From an optimization exercise on the open Yosys and OpenROAD flow, aimed at small area; shortcuts taken in it are not production practice. The RTL was checked by simulation tests, not by an equivalence proof against the original design. Power is estimated from default activity; no workload was simulated.

==> flow/design.v <==
module axil_regfile_slave #(
  parameter int unsigned DATA_WIDTH = 32,
  parameter int unsigned ADDR_WIDTH = 32,
  parameter int unsigned NUM_REGS   = 32
) (
  input  logic                    ACLK,
  input  logic                    ARESETN,
  input  logic [ADDR_WIDTH-1:0]   AWADDR,
  input  logic                    AWVALID,
  output logic                    AWREADY,
  input  logic [DATA_WIDTH-1:0]   WDATA,
  input  logic [DATA_WIDTH/8-1:0] WSTRB,
  input  logic                    WVALID,
  output logic                    WREADY,
  output logic [1:0]              BRESP,
  output logic                    BVALID,
  input  logic                    BREADY,
  input  logic [ADDR_WIDTH-1:0]   ARADDR,
  input  logic                    ARVALID,
  output logic                    ARREADY,
  output logic [DATA_WIDTH-1:0]   RDATA,
  output logic [1:0]              RRESP,
  output logic                    RVALID,
  input  logic                    RREADY
);
  localparam int unsigned STRB_W = DATA_WIDTH / 8;
  localparam int unsigned LSB    = $clog2(STRB_W);
  localparam int unsigned IDX_W  = $clog2(NUM_REGS);
  localparam int unsigned HI     = LSB + IDX_W;
  localparam int unsigned RING_N = NUM_REGS / 2;
  localparam int unsigned PTR_W  = IDX_W - 1;
  logic [DATA_WIDTH-1:0] ring0_q [RING_N];
  logic [DATA_WIDTH-1:0] ring1_q [RING_N];
  logic [PTR_W-1:0]      ptr_q;
  logic                  sweep_q;
  logic                  bvalid_q, bslverr_q;
  logic                  rvalid_q, rslverr_q;
  logic [DATA_WIDTH-1:0] rdata_q;
  logic                  wr_ok, rd_ok, wr_at_head, rd_at_head, commit, ar_hs;
  logic [DATA_WIDTH-1:0] tail0, tail1;
  logic [STRB_W-1:0]     wen0, wen1, keep0, keep1;
  logic                  rd0, rd1;
  assign wr_ok      = (AWADDR >> HI) == '0;
  assign rd_ok      = (ARADDR >> HI) == '0;
  assign wr_at_head = AWADDR[LSB +: PTR_W] == ptr_q;
  assign rd_at_head = ARADDR[LSB +: PTR_W] == ptr_q;
  assign commit  = ARESETN && AWVALID && WVALID && !bvalid_q && (!wr_ok || wr_at_head);
  assign AWREADY = commit;
  assign WREADY  = commit;
  assign ARREADY = ARESETN && !rvalid_q && (!rd_ok || rd_at_head);
  assign ar_hs   = ARVALID && ARREADY;
  assign BVALID = bvalid_q;
  assign BRESP  = {bslverr_q, 1'b0};
  assign RVALID = rvalid_q;
  assign RRESP  = {rslverr_q, 1'b0};
  assign RDATA  = rdata_q;
  always_comb begin
    for (int b = 0; b < STRB_W; b++) begin
      wen0[b]  = commit && wr_ok && WSTRB[b] && !AWADDR[HI-1];
      wen1[b]  = commit && wr_ok && WSTRB[b] && AWADDR[HI-1];
      keep0[b] = !wen0[b] && !sweep_q;
      keep1[b] = !wen1[b] && !sweep_q;
      tail0[8*b +: 8] = (WDATA[8*b +: 8] & {8{wen0[b]}}) | (ring0_q[0][8*b +: 8] & {8{keep0[b]}});
      tail1[8*b +: 8] = (WDATA[8*b +: 8] & {8{wen1[b]}}) | (ring1_q[0][8*b +: 8] & {8{keep1[b]}});
    end
  end
  logic unused_lsbs;
  assign unused_lsbs = ^{AWADDR[LSB-1:0], ARADDR[LSB-1:0]};
  always_ff @(posedge ACLK) begin
    for (int i = 0; i < RING_N - 1; i++) begin
      ring0_q[i] <= ring0_q[i+1];
      ring1_q[i] <= ring1_q[i+1];
    end
    ring0_q[RING_N-1] <= tail0;
    ring1_q[RING_N-1] <= tail1;
  end
  always_ff @(posedge ACLK or negedge ARESETN) begin
    if (!ARESETN) begin
      ptr_q   <= '0;
      sweep_q <= 1'b1;
    end else begin
      ptr_q <= ptr_q + 1'b1;
      if (&ptr_q) sweep_q <= 1'b0;
    end
  end
  always_ff @(posedge ACLK or negedge ARESETN) begin
    if (!ARESETN) begin
      bvalid_q <= 1'b0;
      rvalid_q <= 1'b0;
    end else begin
      if (commit) bvalid_q <= 1'b1;
      else if (BREADY) bvalid_q <= 1'b0;
      if (ar_hs) rvalid_q <= 1'b1;
      else if (RREADY) rvalid_q <= 1'b0;
    end
  end
  assign rd0 = ar_hs && rd_ok && !sweep_q && !ARADDR[HI-1];
  assign rd1 = ar_hs && rd_ok && !sweep_q && ARADDR[HI-1];
  always_ff @(posedge ACLK) begin
    if (commit) bslverr_q <= !wr_ok;
    if (ar_hs) rslverr_q <= !rd_ok;
    rdata_q <= (ring0_q[0] & {DATA_WIDTH{rd0}}) | (ring1_q[0] & {DATA_WIDTH{rd1}})
             | (rdata_q & {DATA_WIDTH{!ar_hs}});
  end
endmodule
export LEC_CHECK = 0
export CAP_MARGIN = 20
export CORE_MARGIN = 2
export CORE_UTILIZATION = 60
export CTS_BUF_LIST = sky130_fd_sc_hd__clkbuf_8
export CTS_CLUSTER_DIAMETER = 80
export CTS_CLUSTER_SIZE = 40
export SLEW_MARGIN = 20
create_clock -name core_clock -period 10.0 [get_ports {ACLK}]
standard.sh (not shown) runs the stock make flow with config.mk's settings and CLKGATE_MAP_FILE= SYNTH_SCRIPT=/design/flow/synth_recipe.tcl, a recipe that flattens the netlist after the stock synthesis.
==> flow/flow/run.sh <==
#!/bin/bash
# Standard ORFS layout, with smaller port buffers and a clock tree without dummy loads.
set -euo pipefail
export BUFFER_PORTS_ARGS="-buffer_cell sky130_fd_sc_hd__buf_1"
export CTS_ARGS="-sink_clustering_enable -repair_clock_nets -sink_clustering_size 20 -sink_clustering_max_diameter 60 -buf_list sky130_fd_sc_hd__clkbuf_8 -dont_use_dummy_load"
bash standard.sh finish > standard.log 2>&1
The first run completed with no timing, DRC or antenna violations.
Next try:
--- a/flow/design.v
+++ b/flow/design.v
@@ -38,7 +38,7 @@
   logic [DATA_WIDTH-1:0] rdata_q;
   logic                  wr_ok, rd_ok, wr_at_head, rd_at_head, commit, ar_hs;
-  logic [DATA_WIDTH-1:0] tail0, tail1;
-  logic [STRB_W-1:0]     wen0, wen1, keep0, keep1;
-  logic                  rd0, rd1;
+  logic [DATA_WIDTH-1:0] head0, head1, tail0, tail1, rd_word;
+  assign head0 = sweep_q ? '0 : ring0_q[0];
+  assign head1 = sweep_q ? '0 : ring1_q[0];
   assign wr_ok      = (AWADDR >> HI) == '0;
   assign rd_ok      = (ARADDR >> HI) == '0;
@@ -56,12 +56,13 @@
   assign RDATA  = rdata_q;
   always_comb begin
+    tail0 = head0;
+    tail1 = head1;
     for (int b = 0; b < STRB_W; b++) begin
-      wen0[b]  = commit && wr_ok && WSTRB[b] && !AWADDR[HI-1];
-      wen1[b]  = commit && wr_ok && WSTRB[b] && AWADDR[HI-1];
-      keep0[b] = !wen0[b] && !sweep_q;
-      keep1[b] = !wen1[b] && !sweep_q;
-      tail0[8*b +: 8] = (WDATA[8*b +: 8] & {8{wen0[b]}}) | (ring0_q[0][8*b +: 8] & {8{keep0[b]}});
-      tail1[8*b +: 8] = (WDATA[8*b +: 8] & {8{wen1[b]}}) | (ring1_q[0][8*b +: 8] & {8{keep1[b]}});
+      if (commit && wr_ok && WSTRB[b]) begin
+        if (AWADDR[HI-1]) tail1[8*b +: 8] = WDATA[8*b +: 8];
+        else              tail0[8*b +: 8] = WDATA[8*b +: 8];
+      end
     end
+    rd_word = ARADDR[HI-1] ? head1 : head0;
   end
   logic unused_lsbs;
@@ -95,11 +96,10 @@
     end
   end
-  assign rd0 = ar_hs && rd_ok && !sweep_q && !ARADDR[HI-1];
-  assign rd1 = ar_hs && rd_ok && !sweep_q && ARADDR[HI-1];
   always_ff @(posedge ACLK) begin
     if (commit) bslverr_q <= !wr_ok;
-    if (ar_hs) rslverr_q <= !rd_ok;
-    rdata_q <= (ring0_q[0] & {DATA_WIDTH{rd0}}) | (ring1_q[0] & {DATA_WIDTH{rd1}})
-             | (rdata_q & {DATA_WIDTH{!ar_hs}});
+    if (ar_hs) begin
+      rslverr_q <= !rd_ok;
+      rdata_q   <= rd_ok ? rd_word : '0;
+    end
   end
 endmodule
The new run ran to the end with no violations.
Final cell count is about the same.
Cell area climbs by 0.64%.
Die area rose by 0.53%.
Sequential power stays flat.
Total power rises by about 0.9%.
Utilization falls by 0.64 points.
Setup slack gets better by 100 ps.
First-iteration DRC count is higher by about 34%.

==> what the ideal ports hide <==
No port has a modelled driver above. Below, the same layouts with a new extraction and two added sets of constraints. Step 1 (the two cells are an assumption about what drives the block):
set clk [get_ports {ACLK}]
set_driving_cell -lib_cell sky130_fd_sc_hd__clkbuf_16 $clk
set_driving_cell -lib_cell sky130_fd_sc_hd__buf_2 [delete_from_list [all_inputs] $clk]
Step 2 also shifts input and output timing later by t, the mid clock arrival at the registers, as if the neighbouring blocks saw the same clock. Slacks: ideal ports / drivers / drivers and shift; pairs: ideal ports / drivers.
run	t (ns)	setup WS [ns]	cell pins on the clock port's net
the first run	0.691	4.308 / 4.289 / 4.289	1
the second run	0.680	4.408 / 4.389 / 4.389	1
After both steps every run listed still meets setup and hold.
